Context: an optimization exercise on an open-source flow, tuned for small area. The choices shown serve that exercise and are no tape-out recipe.
In this exercise RTL edits were held to simulation tests only and were not proved equivalent to the original.
Power figures rest on the tool's default switching activity, not on a simulated workload.

===== design/flow/config.mk =====
export PLATFORM = sky130hd
export DESIGN_NAME = vec_dot_loader
export DESIGN_NICKNAME = vec_dot_loader
export VERILOG_FILES = /design/flow/design.v
export SDC_FILE = /design/flow/constraint.sdc
export NUM_CORES = 4
export LEC_CHECK = 0
export ABC_AREA = 1
export CAP_MARGIN = 20
export CORE_MARGIN = 2
export CORE_UTILIZATION = 40
export SLEW_MARGIN = 20

===== design/flow/constraint.sdc =====
create_clock -name core_clock -period 6.0 [get_ports {clk_i}]
set_input_delay 1.2000 -clock core_clock [delete_from_list [all_inputs] [get_ports {clk_i}]]
set_output_delay 1.2000 -clock core_clock [all_outputs]
set_load 0.01 [all_outputs]

===== design/flow/design.v =====
module vec_dot_loader #(
  parameter int unsigned EXP_WIDTH = 8,
  parameter int unsigned MAN_WIDTH = 23,
  parameter int          BIAS      = -127,
  parameter int unsigned VEC_SIZE  = 17,
  localparam int unsigned FloatWidth = 1 + EXP_WIDTH + MAN_WIDTH,
  localparam int unsigned VecWidth   = VEC_SIZE * FloatWidth,
  localparam int unsigned CountWidth = $clog2(VEC_SIZE + 1),
  localparam int unsigned IdxWidth   = (VEC_SIZE > 1) ? $clog2(VEC_SIZE) : 1
) (
  input  logic                  clk_i,
  input  logic                  rst_ni,
  input  logic                  in_valid_i,
  output logic                  in_ready_o,
  input  logic [FloatWidth-1:0] in_lhs_i,
  input  logic [FloatWidth-1:0] in_rhs_i,
  input  logic                  in_last_i,
  output logic                  out_valid_o,
  input  logic                  out_ready_i,
  output logic [VecWidth-1:0]   out_lhs_o,
  output logic [VecWidth-1:0]   out_rhs_o,
  output logic [CountWidth-1:0] out_count_o
);
  if (BIAS > 0) begin : g_bias_positive
  end
  logic [VecWidth-1:0]   lhs0_nq, lhs1_nq, rhs0_nq, rhs1_nq;
  logic [CountWidth-1:0] cnt0_q, cnt1_q, cnt0_d, cnt1_d;
  logic [1:0]            full_q, full_d;
  logic                  wr_bank_q, rd_bank_q, rd_bank_d;
  logic [IdxWidth-1:0]   wr_idx_q;
  logic [VEC_SIZE-1:0]   nm0_q, nm1_q, nm0_d, nm1_d;
  logic accept, release_bank, finish;
  logic sel0, sel1, sel0_d, sel1_d;
  assign in_ready_o   = ~full_q[wr_bank_q];
  assign out_valid_o  = full_q[rd_bank_q];
  assign accept       = in_valid_i & in_ready_o;
  assign release_bank = out_valid_o & out_ready_i;
  assign finish       = accept & (in_last_i | (wr_idx_q == IdxWidth'(VEC_SIZE - 1)));
  assign sel0 = full_q[0] & ~rd_bank_q;
  assign sel1 = full_q[1] &  rd_bank_q;
  assign out_count_o = ({CountWidth{sel0}} & cnt0_q) | ({CountWidth{sel1}} & cnt1_q);
  always_comb begin
    full_d = full_q;
    if (finish)       full_d[wr_bank_q] = 1'b1;
    if (release_bank) full_d[rd_bank_q] = 1'b0;
    rd_bank_d = rd_bank_q ^ release_bank;
    cnt0_d = (finish & ~wr_bank_q) ? CountWidth'(wr_idx_q) + CountWidth'(1) : cnt0_q;
    cnt1_d = (finish &  wr_bank_q) ? CountWidth'(wr_idx_q) + CountWidth'(1) : cnt1_q;
    sel0_d = full_d[0] & ~rd_bank_d;
    sel1_d = full_d[1] &  rd_bank_d;
    for (int i = 0; i < int'(VEC_SIZE); i++) begin
      nm0_d[i] = ~(sel0_d & (cnt0_d > CountWidth'(i)));
      nm1_d[i] = ~(sel1_d & (cnt1_d > CountWidth'(i)));
    end
  end
  for (genvar i = 0; i < int'(VEC_SIZE); i++) begin : g_elem
    logic we0, we1;
    assign we0 = accept & ~wr_bank_q & (wr_idx_q == IdxWidth'(i));
    assign we1 = accept &  wr_bank_q & (wr_idx_q == IdxWidth'(i));
    assign out_lhs_o[i*FloatWidth +: FloatWidth] =
        ~((lhs0_nq[i*FloatWidth +: FloatWidth] | {FloatWidth{nm0_q[i]}}) &
          (lhs1_nq[i*FloatWidth +: FloatWidth] | {FloatWidth{nm1_q[i]}}));
    assign out_rhs_o[i*FloatWidth +: FloatWidth] =
        ~((rhs0_nq[i*FloatWidth +: FloatWidth] | {FloatWidth{nm0_q[i]}}) &
          (rhs1_nq[i*FloatWidth +: FloatWidth] | {FloatWidth{nm1_q[i]}}));
    always_ff @(posedge clk_i) begin
      if (we0) begin
        lhs0_nq[i*FloatWidth +: FloatWidth] <= ~in_lhs_i;
        rhs0_nq[i*FloatWidth +: FloatWidth] <= ~in_rhs_i;
      end
      if (we1) begin
        lhs1_nq[i*FloatWidth +: FloatWidth] <= ~in_lhs_i;
        rhs1_nq[i*FloatWidth +: FloatWidth] <= ~in_rhs_i;
      end
    end
  end
  always_ff @(posedge clk_i) begin
    cnt0_q <= cnt0_d;
    cnt1_q <= cnt1_d;
  end
  always_ff @(posedge clk_i or negedge rst_ni) begin
    if (!rst_ni) begin
      full_q    <= '0;
      wr_bank_q <= 1'b0;
      rd_bank_q <= 1'b0;
      wr_idx_q  <= '0;
      nm0_q     <= '1;
      nm1_q     <= '1;
    end else begin
      full_q    <= full_d;
      rd_bank_q <= rd_bank_d;
      nm0_q     <= nm0_d;
      nm1_q     <= nm1_d;
      if (finish)       wr_bank_q <= ~wr_bank_q;
      if (finish)       wr_idx_q  <= '0;
      else if (accept)  wr_idx_q  <= wr_idx_q + IdxWidth'(1);
    end
  end
endmodule

===== design/flow/run.sh =====
#!/bin/bash
# synth_recipe.tcl (not shown) runs the flow's synth.tcl, then flattens the netlist and writes it again
# the make line also repeats each setting of config.mk as NAME=value (left out here)
make -C /OpenROAD-flow-scripts/flow DESIGN_CONFIG=/design/flow/config.mk WORK_HOME=/design/flow/orfs CLKGATE_MAP_FILE= SYNTH_SCRIPT=/design/flow/synth_recipe.tcl finish

==> results of run 1 <==
final cells by class:
| cell class | count | area, µm² | share of cell area |
|---|---|---|---|
| Sequential cell | 2229 | 66780 | 0.6785 |
| Timing Repair Buffer | 1292 | 12790 | 0.1299 |
| Multi-Input combinational cell | 1322 | 8305 | 0.08439 |
| Clock buffer | 267 | 5733 | 0.05825 |
| Tap cell | 2511 | 3142 | 0.03192 |
| Clock inverter | 138 | 1245 | 0.01265 |
| Inverter | 110 | 415.4 | 0.004221 |
| Antenna cell | 5 | 12.51 | 0.0001271 |
critical path, stage by stage, from the launching register on:
cell,delay (ps)
dfstp_2,1070
buf_4,540
o22ai_1,260
clkdlybuf4s50_1,540
how the worst min path moves through the flow:
stage,from,to,slack [ps],cells past startpoint
floorplan,cnt1_q[2]$_DFF_P_,cnt1_q[2]$_DFF_P_,460,2
global placement,wr_bank_q$_DFFE_PN0N_,wr_bank_q$_DFFE_PN0N_,480,2
detailed placement,wr_bank_q$_DFFE_PN0N_,wr_bank_q$_DFFE_PN0N_,500,2
CTS,rst_ni,wr_idx_q[0]$_DFFE_PN0P_,450,1
global route,rst_ni,full_q[0]$_DFF_PN0_,520,1
finish,rst_ni,full_q[0]$_DFF_PN0_,490,1
flip-flops by register name (all words and copies together), names as in the netlist:
signal / count
rhs0_nq: 544
nm1_q: 17
lhs0_nq: 544
rhs1_nq: 544
nm0_q: 17
wr_bank_q: 1
cnt1_q: 5
lhs1_nq: 544
cnt0_q: 5
wr_idx_q: 5
full_q: 2
rd_bank_q: 1
cells in the mapped netlist (10+ instances only):
cell type	count
o22ai_1	1096
dfxtp_1	10
inv_1	99
clkbuf_1	182
buf_1	58
edfxtp_1	2176
nand2_1	81
nand2_2	15
dfstp_2	34
nand3_1	24
nor2_1	56
metrics by stage:
stage | instances | worst slack [ps] | total power [mW] | util
2_1_floorplan | 3906 | 843.1 | 23.28 | -
3_3_place_gp | 7463 | 1369 | 31.71 | 0.4821
3_5_place_dp | 7463 | 1339 | 31.73 | 0.4821
4_1_cts | 7868 | 1395 | 45.02 | 0.5189
5_1_grt | 7872 | 1341 | 46.01 | 0.5191
6_report | 7874 | 1488 | 44.85 | 0.5192
placed cells by master (no fill, tap or decap), drive strengths merged, types with 2 or more instances in the layout:
cell / instances
dfstp: 34
nor2: 67
ha: 5
inv: 102
edfxtp: 2176
nand4: 3
nand2: 106
clkinvlp: 2
buf: 130
nand3: 27
clkinv: 126
clkdlybuf4s50: 1162
clkbuf: 267
diode: 5
dfxtp: 10
bufinv: 18
a21oi: 3
o22ai: 1096
o21ai: 12
dfrtp: 9
power by group:
group | internal (mW) | switching, mW
sequential | 17.8 | 2.43
clock | 7.56 | 5.84
combinational | 5.35 | 5.85
total | 30.7 | 14.1
layer usage:
| metal | vias to the layer above | GRT usage |
|---|---|---|
| met5 | - | 0 |
| met4 | 2 | 0.1223 |
| met3 | 453 | 0.05931 |
| met2 | 2371 | 0.4556 |
| met1 | 23807 | 0.3421 |
| li1 | 18714 | - |
logic make-up (layout without fill, tap and decap cells):
family,count (synthesis),in the layout,share of synthesized area
other,0,5,0
flip-flops,2229,2229,0.8761
AND/OR/NAND/NOR,204,204,0.01334
AO/OA/AOI/OAI,1111,1111,0.09139
XOR/XNOR,1,1,0.0001151
multiplexers,1,1,0.0001315
adder cells (fa/ha/maj),5,5,0.0008222
buffers and inverters,355,1807,0.01815
==> flow_summary.json, run 1 <==
{
  "status": "timing/DRC/antenna clean",
  "core_area_mm2": 0.1896,
  "root_buffer": "clkbuf_16",
  "wl_met1_um": 101800,
  "hold_path_class": "in2async",
  "std_cell_rows": 160,
  "syn_area_mm2": 0.07609,
  "final_antenna_net_count": 0,
  "leakage_nw": 31.08,
  "startpoint_type": "register",
  "nNetsFinal": 5247,
  "post_cts_buffers": 0,
  "vias": 45347,
  "clk_path_buf_depth": 3,
  "grtUsageTotal": 0.2731,
  "tns_ps": 0,
  "synth-seq-cells": 2229,
  "drv_cap": 0,
  "initial_core_util": 0.4014,
  "max_freq_mhz": 221.6,
  "period_needed_ps": 4512,
  "setup_viol": 0,
  "fin_worst_hold_slack_ps": 492.7,
  "synthArstFlopShare": 0.01929,
  "grt_pass1_wl_um": 360300,
  "met2WireLength_um": 134900,
  "die-height_um": 440.2,
  "clk_pin_slew_ps": 60,
  "routed.top_layer": "met5",
  "cts_resized": 0,
  "synth.distinct_cells": 33,
  "worstReg2RegEnd": "lhs0_nq[419]$_DFFE_PP_",
  "yosys.area.top_type": "edfxtp_1",
  "synth-edff-count": 2176,
  "power_density_mw_per_mm2": 455.7,
  "cts_tree": "built",
  "final_area_mm2": 0.09842,
  "die_width_um": 440.2,
  "r2r_start": "full_q[0]$_DFF_PN0_",
  "crit_type": "reg2out",
  "drt-wirelength-per-cell_um": 34.77,
  "insertion_delay_ps": 880,
  "die-area_mm2": 0.1937,
  "h-tree-depth": 4,
  "dpl.hpwl_um": 167000,
  "critPathMaxFanout": 35,
  "yosysSeqAreaShare": 0.8761,
  "finalWirelength_um": 273800,
  "drt_iter0_drc": 5049,
  "tightest_slew_ps": 1228,
  "syn_to_final_growth_pct": 29.34,
  "crit_start": "nm1_q[16]$_DFF_PN1_",
  "yosys_warnings": 1,
  "synth_area_leaders": "edfxtp_1 86%, o22ai_1 9.0%, dfstp_2 1.2%, clkbuf_1 0.90%, inv_1 0.49%",
  "rsz0062_at_grt": "false",
  "rr_worst_depth": 6,
  "timing.final.crit_share": 0.7520,
  "cts_made_buffers": 218,
  "vdd_drop_max_v": 0.0003240,
  "arrival_ps": 3310,
  "numPortBuffers": 1163,
  "antenna_found_initial": 11,
  "placed_area_mm2": 0.09140,
  "synth_area_per_cell_um2": 19.48,
  "viasPerCell": 5.759,
  "place.gp.congestion": 0.8468,
  "overflow": 0,
  "cp.required_ps": 4800,
  "cp-endpoint": "out_rhs_o[538]",
  "synth_top_area_share": 0.8587,
  "drive_gt1_frac": 0.1032,
  "final_max_slew_viol_count": 0,
  "ioPinCount": 1164,
  "wl_met3_um": 23120,
  "drc": 0,
  "first_global_vias": 42673,
  "holdBufCountCts": 0,
  "synthesis.nets": 3980,
  "synth_cells": 3906,
  "firstDrtPassIters": 5,
  "r2r_slack_ps": 2690,
  "slew_headroom": 0.1812,
  "fin_skew_ps": 30.24,
  "hold_violations": 0,
  "end_kind": "primary output",
  "synth_ff_type": "edfxtp_1",
  "grt_max_degree": 65,
  "nFillCells": 15428,
  "clkSinkCount": 2229
}
==> inputs of run 2 (changes only) <==
==> design/flow/flow/run.sh (new file) <==
#!/bin/bash
# Standard ORFS layout, with the port buffers made of the smallest buffer and a
# clock tree of small clock buffers without dummy loads.
set -euo pipefail
export BUFFER_PORTS_ARGS="-buffer_cell sky130_fd_sc_hd__buf_1"
export CTS_ARGS="-sink_clustering_enable -repair_clock_nets -dont_use_dummy_load -buf_list {sky130_fd_sc_hd__clkbuf_16} -sink_clustering_size 50 -sink_clustering_max_diameter 50"
bash standard.sh > standard.log 2>&1
==> design/flow/standard.sh (new file) <==
#!/bin/bash
# synth_recipe.tcl (not shown) runs the flow's synth.tcl, then flattens the netlist and writes it again
# the make line also repeats each setting of config.mk as NAME=value (left out here)
make -C /OpenROAD-flow-scripts/flow DESIGN_CONFIG=/design/flow/config.mk WORK_HOME=/design/flow/orfs CLKGATE_MAP_FILE= SYNTH_SCRIPT=/design/flow/synth_recipe.tcl "${@:-finish}"
--- a/design/flow/config.mk
+++ b/design/flow/config.mk
@@ -7,6 +7,6 @@
 export LEC_CHECK = 0
 export ABC_AREA = 1
-export CAP_MARGIN = 20
+export CAP_MARGIN = 0
 export CORE_MARGIN = 2
-export CORE_UTILIZATION = 40
-export SLEW_MARGIN = 20
+export CORE_UTILIZATION = 65
+export SLEW_MARGIN = 0
removed: design/flow/run.sh
==> flow_summary.json, run 2 <==
{
  "status": "timing/DRC/antenna clean",
  "insertion_delay_ps": 790,
  "synth_common_cells": "2176 x edfxtp_1, 1096 x o22ai_1, 182 x clkbuf_1",
  "path_delay_family": "flip-flops",
  "drc": 0,
  "power_density_mw_per_mm2": 436.5,
  "clk_path_buf_depth": 3,
  "synth_xor_area_frac": 0.0001151,
  "synth.distinct_cells": 33,
  "root_buffer": "clkbuf_16",
  "synth_top_family_by_area": "compound AO/OA/AOI/OAI gates",
  "yosysSeqAreaShare": 0.8761,
  "hold_path_class": "reg2reg",
  "final_antenna_net_count": 0,
  "nFillCells": 7014,
  "firstDrtPassIters": 7,
  "drt_iter0_drc": 6448,
  "cts_made_buffers": 151,
  "synth_area_per_cell_um2": 19.48,
  "die-area_mm2": 0.1198,
  "synth-simple-area-share": 0.01334,
  "end_kind": "primary output",
  "clkSinkCount": 2229,
  "synth_ff_type": "edfxtp_1",
  "synth_cells": 3906,
  "drive_gt1_frac": 0.07517,
  "synth_top_area_share": 0.8587,
  "setup_slack_ps": 1951,
  "rsz0062_at_grt": "false",
  "numPortBuffers": 1163,
  "timing.final.crit_share": 0.6749,
  "place.gp.congestion": 0.9140,
  "yosys-mux-area-fraction": 0.0001315,
  "setup_viol": 0,
  "finalWirelength_um": 256500,
  "fin_worst_hold_slack_ps": 505.3,
  "critPathMaxFanout": 64,
  "die-height_um": 346.2,
  "hold_violations": 0,
  "crit_type": "reg2out",
  "vias": 45949,
  "clk_pin_slew_ps": 60,
  "period_needed_ps": 4049,
  "synth-seq-cells": 2229,
  "cpPeakStageDelay_ps": 1250,
  "seqCellArea_mm2": 0.06679,
  "startpoint_type": "register",
  "core_area_mm2": 0.1162,
  "final_max_slew_viol_count": 0,
  "multi_input_area_mm2": 0.008305,
  "grt_max_degree": 65,
  "initial_core_util": 0.6548,
  "antenna_found_initial": 8,
  "holdBufCountCts": 0,
  "die_width_um": 346.2,
  "arrival_ps": 2850,
  "tightest_slew_ps": 1271,
  "synth_area_leaders": "edfxtp_1 86%, o22ai_1 9.0%, dfstp_2 1.2%, clkbuf_1 0.90%, inv_1 0.49%",
  "yosys_warnings": 1,
  "drv_cap": 0,
  "synth_compound_area_frac": 0.09139,
  "fin_skew_ps": 69.63,
  "final_common_cell": "edfxtp_1",
  "slowest_stage": "dfstp_4",
  "syn_area_mm2": 0.07609,
  "cts_resized": 0,
  "h-tree-depth": 4,
  "leakage_nw": 26.72,
  "cp_cell_sequence": "o22ai_1 -> buf_1",
  "ioPinCount": 1164,
  "synth.most_common_cell": "edfxtp_1",
  "slew_headroom": 0.1528,
  "tns_ps": 0,
  "syn_to_final_growth_pct": 13.86,
  "drt-wirelength-per-cell_um": 38.81,
  "cp.required_ps": 4800,
  "nNetsFinal": 5158,
  "pre_cts_ws_ps": 1404,
  "yosys.area.top_type": "edfxtp_1",
  "finalPower_mw": 37.82,
  "overflow": 0,
  "crit_buf_inv": 1,
  "final_cell_mix": "2176 x edfxtp_1, 1162 x buf_1, 1096 x o22ai_1",
  "grtUsageTotal": 0.4244,
  "synth-edff-count": 2176,
  "max_freq_mhz": 247.0,
  "placed_area_mm2": 0.08285,
  "yosys.area_share.adder": 0.0008222,
  "std_cell_rows": 125,
  "synthArstFlopShare": 0.01929,
  "cts_tree": "built",
  "grt_pass1_wl_um": 344300,
  "vdd_drop_max_v": 0.0003933,
  "viasPerCell": 6.951,
  "post_cts_buffers": 0,
  "dpl.hpwl_um": 164700,
  "synthesis.nets": 3980,
  "final_area_mm2": 0.08664,
  "first_global_vias": 42338
}
==> run 2: cell counts after synthesis <==
No cell type changed its count.
==> run 2: path summary, 6_finish.rpt <==
check                                     from                 endpoint  slack (ps)  cells after the start
max                         nm1_q[5]$_DFF_PN1_           out_lhs_o[186]        1950                      2
min in group asynchronous               rst_ni  wr_idx_q[4]$_DFFE_PN0P_         630                      1
max in group asynchronous               rst_ni      full_q[1]$_DFF_PN0_        4670                      1
max reg2reg                full_q[1]$_DFF_PN0_   rhs1_nq[270]$_DFFE_PP_        2450                      6
min                          cnt1_q[2]$_DFF_P_        cnt1_q[2]$_DFF_P_         510                      2
min reg2reg                  cnt1_q[2]$_DFF_P_        cnt1_q[2]$_DFF_P_         510                      2
==> run 2: metrics by stage <==
| stage | util | cells |
|---|---|---|
| global placement | 0.7130 | 6455 |
| finish | 0.7456 | 6610 |
| detailed placement | 0.7130 | 6455 |
| global route | 0.7455 | 6608 |
| CTS | 0.7455 | 6606 |
| floorplan | - | 3906 |
==> run 2: routing by layer <==
metal | GRT usage | share of wire | routed length (µm)
met1 | 0.5407 | 0.33 | 83430
met2 | 0.6670 | 0.47 | 121600
met3 | 0.1125 | 0.13 | 33060
met4 | 0.2504 | 0.072 | 18430
met5 | 0 | 0.000051 | 13
==> run 2: layout make-up <==
type,count,share of cell area
sequential,2229,0.7709
clock buffer,151,0.04361
multi-input combinational,1322,0.09586
inverter,110,0.004795
tap,1524,0.02201
antenna,4,0.0001155
timing repair buffer,1270,0.06271
==> run 2: report_power, final <==
group	internal [mW]	total, mW	switching (mW)
Sequential	17.8	20.1	2.26
Clock	4.44	9.09	4.65
Combinational	2.35	8.66	6.31
==> run 2: kinds of logic (layout without fill, tap and decap cells) <==
family                   Yosys count  in the layout
buffers and inverters            355           1531
XOR/XNOR                           1              1
AO/OA/AOI/OAI                   1111           1111
other                              0              4
AND/OR/NAND/NOR                  204            204
flip-flops                      2229           2229
adder cells (fa/ha/maj)            5              5
multiplexers                       1              1
==> run 2: tightest hold or removal path, delay by kind of cell (launching register included) <==
| family | cells | cell delay [ps] |
|---|---|---|
| AND/OR/NAND/NOR | 2 | 130 |
| flip-flops | 1 | 320 |

-- port drivers added, routing unchanged --
The flow's constraints put no driver on any port. The routed layouts listed below were extracted and timed again, unchanged, in two steps.
Step 1, drivers: a clkbuf_16 drives clk_i and a buf_2 each remaining input, both assumed.
Step 2 times the ports against the registers' clock, not the clock port: input delays grow and output delays shrink by t, the midpoint of the rising clock arrivals with the driver on.
a / b / c = ideal / step 1 / step 2; a / b = the first two.
| run | t (ns) | setup WS [ns] | worst register clock-pin slew, ns | worst slew at a driven data input, ns |
|---|---|---|---|---|
| run 1 | 0.937 | 1.488 / 1.408 / 1.319 | 0.07 / 0.07 | 0.13 |
| run 2 | 0.841 | 1.951 / 1.862 / 1.449 | 0.09 / 0.09 | 0.11 |
After both steps every run listed still meets setup and hold. The setup slack of run 2, which loses most, moves by -0.089 ns with the drivers and by -0.502 ns with both steps.
